This design comes from an exercise in tuning for small area and few clock cycles per item on the open sky130 flow, not from production work. Where RTL was checked, it was by simulation tests only, not by an equivalence proof against the original.

==> flow/design.v (excerpt) <==
module fp_mult_pipe #(
    parameter int EXP_W = 8,
    parameter int MAN_W = 23
) (
    input  logic                   clk,
    input  logic                   rst_n,
    input  logic                   in_valid,
    output logic                   in_ready,
    input  logic [EXP_W+MAN_W:0]   a,
    input  logic [EXP_W+MAN_W:0]   b,
    output logic                   out_valid,
    input  logic                   out_ready,
    output logic [EXP_W+MAN_W:0]   product,
    output logic [4:0]             flags
);
Size: roughly 110 I/O pins, ~17,000 um2 of cells after synthesis.
export LEC_CHECK = 0
export CAP_MARGIN = 20
export CORE_MARGIN = 2
export CORE_UTILIZATION = 40
export GPL_TIMING_DRIVEN = 1
export SETUP_SLACK_MARGIN = 0.05
export SLEW_MARGIN = 20
export SYNTH_HIERARCHICAL = 1
create_clock -name core_clock -period 7.5 [get_ports {clk}]
standard.sh (not shown) runs the stock make flow with config.mk's settings and CLKGATE_MAP_FILE= SYNTH_SCRIPT=/design/flow/synth_recipe.tcl, a recipe that flattens the netlist after the stock synthesis.
==> flow/flow/run.sh <==
#!/bin/bash
# Standard layout with two changes: the port buffers are buf_2 cells, and right
# after synthesis every combinational cell is set to its smallest drive strength
# (the standard repair steps then size up what timing and slew need).
set -euo pipefail
export BUFFER_PORTS_ARGS="-buffer_cell sky130_fd_sc_hd__buf_2"
bash standard.sh synth > synth.log 2>&1
DS_ODB="$PWD/orfs/results/$FLOW_PLATFORM/fp_mult_pipe/base/1_synth.odb" \
DS_LIB="$FLOW_HOME/platforms/$FLOW_PLATFORM/lib/sky130_fd_sc_hd__tt_025C_1v80.lib" \
DS_MAP="$PWD/flow/downsize_map.txt" \
  openroad -no_init -exit flow/downsize.tcl > downsize.log 2>&1
export SKIP_GATE_CLONING=1
export GLOBAL_PLACEMENT_ARGS="-timing_driven_net_weight_max 3"
bash standard.sh > standard.log 2>&1
Other scripts of this flow, unchanged in this note and not shown: flow/flow/downsize.tcl, flow/flow/downsize_map.txt
Edit:
--- a/flow/flow/run.sh
+++ b/flow/flow/run.sh
@@ -11,4 +11,4 @@
   openroad -no_init -exit flow/downsize.tcl > downsize.log 2>&1
 export SKIP_GATE_CLONING=1
-export GLOBAL_PLACEMENT_ARGS="-timing_driven_net_weight_max 3"
+export GPL_KEEP_OVERFLOW=0
 bash standard.sh > standard.log 2>&1
The new run completed with no timing, DRC or antenna violations.
Global-route usage goes up by 0.80 points.
Routed wire length goes up by a few percent.
Die area is unchanged.
Cell area goes up slightly.
Edit:
--- a/flow/flow/run.sh
+++ b/flow/flow/run.sh
@@ -11,4 +11,4 @@
   openroad -no_init -exit flow/downsize.tcl > downsize.log 2>&1
 export SKIP_GATE_CLONING=1
-export GPL_KEEP_OVERFLOW=0
+export POST_GLOBAL_PLACE_TCL="$PWD/flow/post_gpl.tcl"
 bash standard.sh > standard.log 2>&1
==> flow/flow/post_gpl.tcl (new file) <==
# After timing-driven global placement: replace the buffers it inserted
# (the port buffers stay) by gain-based fanout buffering.
set bufs [get_cells -quiet place*]
puts "post_gpl: removing [llength $bufs] placement buffers"
if { [llength $bufs] > 0 } {
  remove_buffers $bufs
}
estimate_parasitics -placement
repair_design -buffer_gain 4 -verbose
After rerunning: The changed run failed in global placement (3_3_place_gp); area after synthesis does not change; synthesized cell count is unchanged.
No run of this note included a check of the RTL's function; only the layout flow was run.

Setup of v6:
fp_mult_pipe, a different RTL version from the one above (not shown whole).
Size in the first run: about 110 I/O pins, about 17000 µm² of cells after synthesis.
Design fp_mult_pipe, start of the top module:
module fp_mult_pipe #(
    parameter int EXP_W = 8,
    parameter int MAN_W = 23
) (
    input  logic                   clk,
    input  logic                   rst_n,
    input  logic                   in_valid,
    output logic                   in_ready,
    input  logic [EXP_W+MAN_W:0]   a,
    input  logic [EXP_W+MAN_W:0]   b,
    output logic                   out_valid,
    input  logic                   out_ready,
    output logic [EXP_W+MAN_W:0]   product,
    output logic [4:0]             flags
);
    logic        a_zero_s, b_zero_s, a_max_s, b_max_s, a_mz_s, b_mz_s;
    logic        a_inf_s, b_inf_s, a_nan_s, b_nan_s;
    logic        nan_s, inv_s, inf_s, zero_s, sign_s;
    logic [47:0] tx_s, ty_s, prod_s;
    logic [47:22] phi_s;
    logic        st_s;
    logic        v_r;
    logic [47:22] p_r;
    logic        st_r;
    logic [8:0]  e_r;
    logic        s_r;
    logic        f_r;     
    logic        m1_r;    
    logic        m2_r;    
    logic        hi_s, guard_s, sticky_s, round_up_s;
    logic [23:0] mant_s;
    logic [24:0] rounded_s;
    logic [9:0]  e1_s;
    logic        ovf_s, unf_s;
    assign in_ready  = ~(v_r & ~out_ready);
    assign out_valid = v_r;
    assign a_zero_s = (a[30:23] == 8'h00);
    assign b_zero_s = (b[30:23] == 8'h00);
    assign a_max_s  = (a[30:23] == 8'hFF);
    assign b_max_s  = (b[30:23] == 8'hFF);
    assign a_mz_s   = (a[22:0] == 23'd0);
    assign b_mz_s   = (b[22:0] == 23'd0);
    assign a_inf_s  = a_max_s & a_mz_s;
    assign b_inf_s  = b_max_s & b_mz_s;
    assign a_nan_s  = a_max_s & ~a_mz_s;
    assign b_nan_s  = b_max_s & ~b_mz_s;
    assign nan_s    = a_nan_s | b_nan_s;
    assign inv_s    = ~nan_s & ((a_inf_s & b_zero_s) | (b_inf_s & a_zero_s));
    assign inf_s    = a_inf_s | b_inf_s;
    assign zero_s   = a_zero_s | b_zero_s;
    assign sign_s   = a[31] ^ b[31];
    logic bo0, bt0, bn0;
    assign bo0 = b[0] ^ 1'b0;
    assign bt0 = (b[1] & ~b[0] & ~1'b0) | (~b[1] & b[0] & 1'b0);
    assign bn0 = b[1];
    logic p1;
    assign p1 = ((bo0 & a[0])) ^ bn0;
    logic p2;
  ...
export LEC_CHECK = 0
export CAP_MARGIN = 20
export CORE_MARGIN = 2
export CORE_UTILIZATION = 40
export GPL_TIMING_DRIVEN = 1
export SETUP_SLACK_MARGIN = 0.05
export SLEW_MARGIN = 20
export SYNTH_HIERARCHICAL = 1
create_clock -name core_clock -period 7.5 [get_ports {clk}]
==> flow/flow/run.sh <==
#!/bin/bash
# Standard layout with two changes: the port buffers are buf_2 cells, and right
# after synthesis every combinational cell is set to its smallest drive strength
# (the standard repair steps then size up what timing and slew need).
set -euo pipefail
export BUFFER_PORTS_ARGS="-buffer_cell sky130_fd_sc_hd__buf_2"
bash standard.sh synth > synth.log 2>&1
DS_ODB="$PWD/orfs/results/$FLOW_PLATFORM/fp_mult_pipe/base/1_synth.odb" \
DS_LIB="$FLOW_HOME/platforms/$FLOW_PLATFORM/lib/sky130_fd_sc_hd__tt_025C_1v80.lib" \
DS_MAP="$PWD/flow/downsize_map.txt" \
  openroad -no_init -exit flow/downsize.tcl > downsize.log 2>&1
export SKIP_GATE_CLONING=1
export POST_GLOBAL_PLACE_TCL="$PWD/flow/post_gpl.tcl"
bash standard.sh > standard.log 2>&1
==> flow/flow/post_gpl.tcl <==
# After timing-driven global placement: take out the buffers it inserted
# (named place*); the port buffers (input*, output*) stay. The resize and CTS
# repair steps add back what slew, capacitance and timing need.
set names {}
foreach inst [get_cells -quiet place*] {
  lappend names [get_full_name $inst]
}
puts "post_gpl: removing [llength $names] placement buffers"
if { [llength $names] > 0 } {
  remove_buffers {*}$names
}
puts "post_gpl: port buffers kept: [llength [get_cells -quiet input*]] input, [llength [get_cells -quiet output*]] output"
Other scripts of this flow, unchanged in this note and not shown: flow/flow/downsize.tcl, flow/flow/downsize_map.txt
Testbench counts of v6, summed over its fixed seeds: cycles 8,008, items 8,000.
Here is what was changed in the inputs of v7 compared with v6.
--- a/flow/flow/run.sh
+++ b/flow/flow/run.sh
@@ -2,3 +2,9 @@
-# Standard layout with two changes: the port buffers are buf_2 cells, and right
-# after synthesis every combinational cell is set to its smallest drive strength
-# (the standard repair steps then size up what timing and slew need).
+# Standard layout (standard.sh) with these changes:
+# - the port buffers are buf_2 cells;
+# - right after synthesis every combinational cell is set to its smallest drive
+#   strength (flow/downsize.tcl); the repair steps size up what timing needs;
+# - the buffers that timing-driven global placement inserts are taken out again
+#   right after it (flow/post_gpl.tcl), so the later repair steps add only what
+#   slew, capacitance and timing need;
+# - the repair steps do not clone gates.
+# Each tool's output goes to its own log in this folder.
==> flow/flow/post_gpl.tcl <==
# After timing-driven global placement: take out the buffers it inserted
# (the port buffers stay); the resize and CTS repair steps add back what
# slew, capacitance and timing need.
set bufs [get_cells -quiet place*]
puts "post_gpl: removing [llength $bufs] placement buffers"
if { [llength $bufs] > 0 } {
  remove_buffers $bufs
}
## What came out
- Proportion of cell area occupied by multi-input gates sits higher in v7 than in v6.
- As far as die area goes, v7 and v6 are indistinguishable; the numbers are identical.
- Of v6 and v7, the higher register fraction of the total cell area belongs to v7.
- Cells: v7 has fewer instances than v6
- v6 was routed with more vias than v7.
- In the tables for v6 and v7, global-route usage reads lower with v7.
- In v7 relative to v6, number of cells in the design after placement had gone down by a few percent.
- Against v6, the final cell area of v7 is lower.
- The run with more setup slack is v6; v7 has less.
- The final reports for v7 and v6 show average detailed-routed wire length per instance higher in the former.

## re-timing with driven ports
The results above use ideal ports. As a check the final layouts listed here were re-extracted and re-timed, cells and wires unchanged.
Step 1 sets driving cells, clkbuf_16 on the clock port and buf_2 on the other inputs (assumed; they add their load-dependent delay and slew).
Step 2 times the ports against the registers' clock, not the clock port: input delays grow and output delays shrink by t, the midpoint of the rising clock arrivals with the driver on.
a / b / c = ideal ports / drivers / drivers and shift; a / b = the first two.
run	t (ns)	setup slack, ns	worst slew at a driven data input, ns
the first run of note 1	0.324	0.332 / 0.350 / 0.026	0.05
the second run of note 1	0.323	0.212 / 0.187 / -0.136	0.08
v6	0.320	0.206 / 0.184 / -0.136	0.08
v7	0.320	0.154 / -0.817 / -1.137	1.20
Met with ideal ports but missed after step 2: setup timing in the second run of note 1, v6 and v7. For v7, which loses most, drivers alone change the setup slack by -0.971 ns; drivers and shift together by -1.291 ns.
